Background: an optimization exercise with open tools, aiming at small area and a short achievable clock period. Do not read the settings as production practice. At most, simulation tests tie the RTL to the original design; equivalence was not proved. No activity file was given, so power comes from the tool's default toggle rates.

==> 06-09: inputs <==
==> flow/design.v <==
module committed_store_buffer #(
  parameter  int COMMIT_WIDTH = 4,
  parameter  int DEPTH        = 8,
  localparam int CNT_W        = $clog2(DEPTH) + 1
) (
  input  logic                         clk,
  input  logic                         rst,
  input  logic [COMMIT_WIDTH-1:0]      in_valid,
  input  logic [COMMIT_WIDTH*32-1:0]  in_addr,
  input  logic [COMMIT_WIDTH*32-1:0]  in_data,
  input  logic [COMMIT_WIDTH*4-1:0]   in_be,
  output logic [CNT_W-1:0]             free_slots,
  output logic                         empty,
  output logic                         overflow,
  output logic                         mem_req_valid,
  output logic [31:0]                  mem_req_addr,
  output logic [31:0]                  mem_req_data,
  output logic [3:0]                   mem_req_be,
  input  logic                         mem_req_ready,
  input  logic [31:0]                  ld_addr,
  output logic [3:0]                   fwd_mask,
  output logic [31:0]                  fwd_data
);
  logic [3:0] free_q;
  logic       ovf_q;
  logic [3:0] v, p, f;
  assign v    = in_valid;
  assign p[0] = |v;
  assign p[1] = (v[0] & v[1]) | (v[0] & v[2]) | (v[0] & v[3]) |
                (v[1] & v[2]) | (v[1] & v[3]) | (v[2] & v[3]);
  assign p[2] = (v[0] & v[1] & v[2]) | (v[0] & v[1] & v[3]) |
                (v[0] & v[2] & v[3]) | (v[1] & v[2] & v[3]);
  assign p[3] = &v;
  assign f[0] = |free_q;
  assign f[1] = free_q[3] | free_q[2] | free_q[1];
  assign f[2] = free_q[3] | free_q[2] | (free_q[1] & free_q[0]);
  assign f[3] = free_q[3] | free_q[2];
  logic       empty_w, accept, fire;
  logic [2:0] pc;
  assign empty_w = free_q[3];
  assign accept  = &(~p | f);
  assign fire    = !empty_w && mem_req_ready;
  assign pc      = {p[3], p[1] & ~p[3], (p[0] & ~p[1]) | (p[2] & ~p[3])};
  logic [7:0] live;
  for (genvar i = 0; i < 8; i++) begin : g_live
    assign live[i] = (free_q <= 4'(7 - i));
  end
  logic [7:0] bs;
  for (genvar m = 0; m < 8; m++) begin : g_base
    assign bs[m] = (free_q == 4'(8 - m) & !fire) | (free_q == 4'(7 - m) & fire);
  end
  logic [7:0] we;
  for (genvar i = 0; i < 8; i++) begin : g_we
    assign we[i] = accept & ((bs[i] & p[0]) |
                             ((i >= 1) ? bs[i >= 1 ? i - 1 : 0] & p[1] : 1'b0) |
                             ((i >= 2) ? bs[i >= 2 ? i - 2 : 0] & p[2] : 1'b0) |
                             ((i >= 3) ? bs[i >= 3 ? i - 3 : 0] & p[3] : 1'b0));
  end
  always_ff @(posedge clk) begin
    if (rst) begin
      free_q <= 4'd8;
      ovf_q  <= 1'b0;
    end else begin
      free_q <= free_q - (accept ? {1'b0, pc} : 4'd0) + {3'd0, fire};
      if (!accept) ovf_q <= 1'b1;
    end
  end
  logic [3:0] t4, o1, o2, o3;
  assign t4 = bs[3:0] | bs[7:4];
  assign o1 = {2'b0, v[0], ~v[0]};
  assign o2 = {1'b0, v[0] & v[1], v[0] ^ v[1], ~v[0] & ~v[1]};
  assign o3 = {v[0] & v[1] & v[2],
               (v[0] & v[1] & ~v[2]) | (v[0] & ~v[1] & v[2]) | (~v[0] & v[1] & v[2]),
               (v[0] & ~v[1] & ~v[2]) | (~v[0] & v[1] & ~v[2]) | (~v[0] & ~v[1] & v[2]),
               ~v[0] & ~v[1] & ~v[2]};
  logic [67:0] wp [4];
  for (genvar j = 0; j < 4; j++) begin : g_wp
    logic [3:0] tr;
    logic       s0, s1, s2, s3;
    assign tr = {t4[(j + 1) % 4], t4[(j + 2) % 4], t4[(j + 3) % 4], t4[j]};
    assign s0 = v[0] & tr[0];
    assign s1 = v[1] & |(o1 & tr);
    assign s2 = v[2] & |(o2 & tr);
    assign s3 = v[3] & |(o3 & tr);
    for (genvar k = 0; k < 68; k++) begin : g_bit
      logic [3:0] x;
      assign x[0] = k < 32 ? in_addr[k]      : k < 64 ? in_data[k - 32]      : in_be[k - 64];
      assign x[1] = k < 32 ? in_addr[32 + k] : k < 64 ? in_data[32 + k - 32] : in_be[4 + k - 64];
      assign x[2] = k < 32 ? in_addr[64 + k] : k < 64 ? in_data[64 + k - 32] : in_be[8 + k - 64];
      assign x[3] = k < 32 ? in_addr[96 + k] : k < 64 ? in_data[96 + k - 32] : in_be[12 + k - 64];
      csb_ao4 u_ao (.s({s3, s2, s1, s0}), .x(x), .y(wp[j][k]));
    end
  end
  logic [67:0] ent [8];
  for (genvar i = 0; i < 8; i++) begin : g_ent
    logic [67:0] ent_d;
    logic        sw, ss, sh;
    if (i == 0) begin : g_first
      assign sw = we[0] & !rst;
      assign ss = fire & !we[0] & !rst & live[1];
      assign sh = !fire & !we[0] & !rst;
    end else begin : g_rest
      assign sw = we[i];
      assign ss = fire & !we[i];
      assign sh = !fire & !we[i];
    end
    for (genvar k = 0; k < 68; k++) begin : g_bit
      if (i == 7) begin : g_last
        csb_hold u_h (.q(ent[i][k]), .d(wp[i % 4][k]), .we(sw), .wen(!sw), .y(ent_d[k]));
      end else begin : g_mux
        csb_mux3 u_m (.q(ent[i][k]), .qa(ent[i+1][k]), .d(wp[i % 4][k]),
                      .sh(sh), .ss(ss), .sw(sw), .y(ent_d[k]));
      end
    end
    always_ff @(posedge clk)
      ent[i] <= ent_d;
  end
  assign mem_req_addr  = ent[0][31:0];
  assign mem_req_data  = ent[0][63:32];
  assign mem_req_be    = ent[0][67:64];
  assign free_slots    = free_q;
  assign empty         = empty_w;
  assign overflow      = ovf_q;
  assign mem_req_valid = !empty_w;
  logic [7:0] nea, neb;
  for (genvar i = 0; i < 8; i++) begin : g_match
    csb_ne15 u_nea (.a(ent[i][16:2]),  .b(ld_addr[16:2]),  .ne(nea[i]));
    csb_ne15 u_neb (.a(ent[i][31:17]), .b(ld_addr[31:17]), .ne(neb[i]));
  end
  for (genvar b = 0; b < 4; b++) begin : g_byte
    logic [7:0] v;
    for (genvar i = 0; i < 8; i++) begin : g_v
      csb_nor3 u_v (.a(nea[i]), .b(neb[i]), .c(!(live[i] & ent[i][64 + b])), .y(v[i]));
    end
    logic [3:0] phi, plo, g;
    for (genvar p = 0; p < 4; p++) begin : g_pair
      assign phi[p] = v[2*p + 1];
      assign plo[p] = v[2*p] & !v[2*p + 1];
      assign g[p]   = v[2*p] | v[2*p + 1];
    end
    logic ng3, ng1, ng32;
    assign ng3  = !g[3];
    assign ng1  = !g[1];
    assign ng32 = !(g[3] | g[2]);
    assign fwd_mask[b] = |g;
    for (genvar k = 0; k < 8; k++) begin : g_dbit
      csb_pmux8 u_pm (.d({ent[7][32 + 8*b + k], ent[6][32 + 8*b + k],
                          ent[5][32 + 8*b + k], ent[4][32 + 8*b + k],
                          ent[3][32 + 8*b + k], ent[2][32 + 8*b + k],
                          ent[1][32 + 8*b + k], ent[0][32 + 8*b + k]}),
                      .phi(phi), .plo(plo), .ng3(ng3), .ng1(ng1), .ng32(ng32),
                      .y(fwd_data[8*b + k]));
    end
  end
  logic unused_ld_lo;
  assign unused_ld_lo = ^ld_addr[1:0];
endmodule
module csb_mux3 (
  input  logic q,
  input  logic qa,
  input  logic d,
  input  logic sh,
  input  logic ss,
  input  logic sw,
  output logic y
);
  assign y = (q & sh) | (qa & ss) | (d & sw);
endmodule
module csb_hold (
  input  logic q,
  input  logic d,
  input  logic we,
  input  logic wen,
  output logic y
);
  assign y = (q & wen) | (d & we);
endmodule
module csb_ao4 (
  input  logic [3:0] s,
  input  logic [3:0] x,
  output logic       y
);
  assign y = |(s & x);
endmodule
module csb_ao8 (
  input  logic [7:0] s,
  input  logic [7:0] x,
  output logic       y
);
  assign y = |(s & x);
endmodule
module csb_or8 (
  input  logic [7:0] s,
  input  logic [7:0] x,
  output logic       y
);
  assign y = |(s & x);
endmodule
module csb_ne15 (
  input  logic [14:0] a,
  input  logic [14:0] b,
  output logic        ne
);
  assign ne = (a != b);
endmodule
module csb_nor3 (
  input  logic a,
  input  logic b,
  input  logic c,
  output logic y
);
  assign y = !(a | b | c);
endmodule
module csb_pmux8 (
  input  logic [7:0] d,
  input  logic [3:0] phi,
  input  logic [3:0] plo,
  input  logic       ng3,
  input  logic       ng1,
  input  logic       ng32,
  output logic       y
);
  logic [3:0] f;
  for (genvar p = 0; p < 4; p++) begin : g_p
    assign f[p] = (phi[p] & d[2*p + 1]) | (plo[p] & d[2*p]);
  end
  logic fh, fl;
  assign fh = f[3] | (f[2] & ng3);
  assign fl = f[1] | (f[0] & ng1);
  assign y  = fh | (fl & ng32);
endmodule
module csb_sel #(
  parameter int N = 7
) (
  input  logic         eqi,
  input  logic         ki,
  input  logic [N-1:0] eo,
  input  logic [N-1:0] ko,
  output logic         sel
);
  assign sel = eqi & ki & ~|(eo & ko);
endmodule
==> flow/flow/run.sh <==
#!/bin/bash
# The standard layout (standard.sh: unchanged synthesis, steps and
# scripts), run in two parts:
#  - port buffers that global placement inserts are sky130_fd_sc_hd__buf_1
#    instead of the default pick; every port still gets its own buffer;
#  - timing repair aims for 4 ns of setup slack up to and including CTS,
#    and for 0 ns (plain repair of violations) after global routing.
set -euo pipefail
export BUFFER_PORTS_ARGS="-buffer_cell sky130_fd_sc_hd__buf_1"
SETUP_SLACK_MARGIN=4 bash standard.sh cts > standard_to_cts.log 2>&1
SETUP_SLACK_MARGIN=0 bash standard.sh > standard_finish.log 2>&1
==> flow/standard.sh <==
#!/bin/bash
# synth_recipe.tcl (not shown) runs the flow's synth.tcl, then flattens the netlist and writes it again
# the make line also repeats each setting of config.mk as NAME=value (left out here)
make -C /OpenROAD-flow-scripts/flow DESIGN_CONFIG=/design/flow/config.mk WORK_HOME=/design/flow/orfs CLKGATE_MAP_FILE= SYNTH_SCRIPT=/design/flow/synth_recipe.tcl "${@:-finish}"
==> flow/config.mk <==
export PLATFORM = sky130hd
export DESIGN_NAME = committed_store_buffer
export DESIGN_NICKNAME = committed_store_buffer
export VERILOG_FILES = /design/flow/design.v
export SDC_FILE = /design/flow/constraint.sdc
export NUM_CORES = 8
export LEC_CHECK = 0
export CAP_MARGIN = 20
export CORE_MARGIN = 2
export CORE_UTILIZATION = 40
export CTS_CLUSTER_DIAMETER = 100
export CTS_CLUSTER_SIZE = 20
export SLEW_MARGIN = 20
export SYNTH_HIERARCHICAL = 1
==> flow/constraint.sdc <==
create_clock -name core_clock -period 10.0 [get_ports {clk}]
set_input_delay 2.0000 -clock core_clock [delete_from_list [all_inputs] [get_ports {clk}]]
set_output_delay 2.0000 -clock core_clock [all_outputs]
set_load 0.01 [all_outputs]
==> 04-28 (differences from 06-09) <==
--- a/flow/design.v
+++ b/flow/design.v
@@ -130,24 +130,22 @@
   for (genvar b = 0; b < 4; b++) begin : g_byte
-    logic [7:0] v;
-    for (genvar i = 0; i < 8; i++) begin : g_v
-      csb_nor3 u_v (.a(nea[i]), .b(neb[i]), .c(!(live[i] & ent[i][64 + b])), .y(v[i]));
-    end
-    logic [3:0] phi, plo, g;
-    for (genvar p = 0; p < 4; p++) begin : g_pair
-      assign phi[p] = v[2*p + 1];
-      assign plo[p] = v[2*p] & !v[2*p + 1];
-      assign g[p]   = v[2*p] | v[2*p + 1];
-    end
-    logic ng3, ng1, ng32;
-    assign ng3  = !g[3];
-    assign ng1  = !g[1];
-    assign ng32 = !(g[3] | g[2]);
-    assign fwd_mask[b] = |g;
+    logic [7:0] kb, sel, eq;
+    for (genvar i = 0; i < 8; i++) begin : g_k
+      assign kb[i] = live[i] & ent[i][64 + b];
+      csb_nor2 u_eq (.a(nea[i]), .b(neb[i]), .y(eq[i]));
+    end
+    for (genvar i = 0; i < 8; i++) begin : g_sel
+      if (i == 7) begin : g_top
+        assign sel[i] = eq[i] & kb[i];
+      end else begin : g_low
+        csb_sel #(.N(7 - i)) u_sel (.eqi(eq[i]), .ki(kb[i]), .eo(eq[7:i+1]), .ko(kb[7:i+1]),
+                                    .sel(sel[i]));
+      end
+    end
+    csb_or8 u_mask (.s(eq), .x(kb), .y(fwd_mask[b]));
     for (genvar k = 0; k < 8; k++) begin : g_dbit
-      csb_pmux8 u_pm (.d({ent[7][32 + 8*b + k], ent[6][32 + 8*b + k],
-                          ent[5][32 + 8*b + k], ent[4][32 + 8*b + k],
-                          ent[3][32 + 8*b + k], ent[2][32 + 8*b + k],
-                          ent[1][32 + 8*b + k], ent[0][32 + 8*b + k]}),
-                      .phi(phi), .plo(plo), .ng3(ng3), .ng1(ng1), .ng32(ng32),
-                      .y(fwd_data[8*b + k]));
+      csb_ao8 u_ao (.s(sel), .x({ent[7][32 + 8*b + k], ent[6][32 + 8*b + k],
+                                 ent[5][32 + 8*b + k], ent[4][32 + 8*b + k],
+                                 ent[3][32 + 8*b + k], ent[2][32 + 8*b + k],
+                                 ent[1][32 + 8*b + k], ent[0][32 + 8*b + k]}),
+                    .y(fwd_data[8*b + k]));
     end
@@ -205,27 +203,8 @@
 endmodule
-module csb_nor3 (
+module csb_nor2 (
   input  logic a,
   input  logic b,
-  input  logic c,
   output logic y
 );
-  assign y = !(a | b | c);
-endmodule
-module csb_pmux8 (
-  input  logic [7:0] d,
-  input  logic [3:0] phi,
-  input  logic [3:0] plo,
-  input  logic       ng3,
-  input  logic       ng1,
-  input  logic       ng32,
-  output logic       y
-);
-  logic [3:0] f;
-  for (genvar p = 0; p < 4; p++) begin : g_p
-    assign f[p] = (phi[p] & d[2*p + 1]) | (plo[p] & d[2*p]);
-  end
-  logic fh, fl;
-  assign fh = f[3] | (f[2] & ng3);
-  assign fl = f[1] | (f[0] & ng1);
-  assign y  = fh | (fl & ng32);
+  assign y = !(a | b);
 endmodule
--- a/flow/config.mk
+++ b/flow/config.mk
@@ -9,3 +9,3 @@
 export CORE_MARGIN = 2
-export CORE_UTILIZATION = 40
+export CORE_UTILIZATION = 55
 export CTS_CLUSTER_DIAMETER = 100
==> report_table.html <==
<table>
<tr><th>Metric</th><th>Value</th></tr>
<tr><th colspan="2">Run status</th></tr>
<tr><td>Outcome</td><td>finished clean</td></tr>
<tr><th colspan="2">Route</th></tr>
<tr><td>Drt pass-1 iters</td><td>13</td></tr>
<tr><td>Met2 wire length</td><td>~64000 µm</td></tr>
<tr><th colspan="2">Clocking</th></tr>
<tr><td>Insertion delay to the later sink of the worst-skew pair</td><td>approximately 0.6 ns</td></tr>
<tr><th colspan="2">Cells and area</th></tr>
<tr><td>Number of nets in the final layout</td><td>4117</td></tr>
<tr><th colspan="2">Critical path</th></tr>
<tr><td>Arrival time of data at the critical path endpoint</td><td>roughly 4.5 ns</td></tr>
<tr><th colspan="2">Pwr</th></tr>
<tr><td>Clk. pwr</td><td>1.53 mW</td></tr>
</table>
[end of results for 06-09]
==> report_table.html <==
<table>
<tr><th>Metric</th><th>Value</th></tr>
<tr><th colspan="2">Run status</th></tr>
<tr><td>Outcome</td><td>finished clean</td></tr>
<tr><th colspan="2">Route</th></tr>
<tr><td>Met2 wire length</td><td>between 60000 and 70000 µm</td></tr>
<tr><td>Drt pass-1 iters</td><td>15</td></tr>
<tr><th colspan="2">Cells and area</th></tr>
<tr><td>Number of nets in the final layout</td><td>4124</td></tr>
<tr><th colspan="2">Clocking</th></tr>
<tr><td>Insertion delay to the later sink of the worst-skew pair</td><td>~0.66 ns</td></tr>
<tr><th colspan="2">Hold path</th></tr>
<tr><td>Count of cells along the worst hold path</td><td>2</td></tr>
<tr><th colspan="2">Yosys</th></tr>
<tr><td>Cell type with the largest total area after synthesis</td><td>sky130_fd_sc_hd__dfxtp_1</td></tr>
<tr><th colspan="2">Critical path</th></tr>
<tr><td>Arrival time of data at the critical path endpoint</td><td>~4.4 ns</td></tr>
</table>
[end of results for 04-28]
For 06-09, only the layout was checked, not whether the RTL still works.

## re-timing with driven ports
How much do the figures lean on ideal ports? The routed layouts below were timed once more, with nothing changed but the port constraints.
Step 1, drivers: a clkbuf_16 drives clk and a buf_2 each remaining input, both assumed.
Step 2 times the ports against the registers' clock, not the clock port: input delays grow and output delays shrink by t, the midpoint of the rising clock arrivals with the driver on.
Three values: ideal ports, drivers, drivers and shift; two values: the first two.
| run | t (ns) | slack for setup (ns) | worst setup path at the end | worst register clock-pin slew, ns |
|---|---|---|---|---|
| 06-09 | 0.648 | 3.505 / 3.462 / 2.985 | input to register | 0.09 / 0.09 |
| 04-28 | 0.710 | 3.613 / 3.557 / 3.163 | input to register | 0.09 / 0.09 |
After both steps every run listed still meets setup and hold. The setup slack of 06-09, which loses most, moves by -0.043 ns with the drivers and by -0.520 ns with both steps.
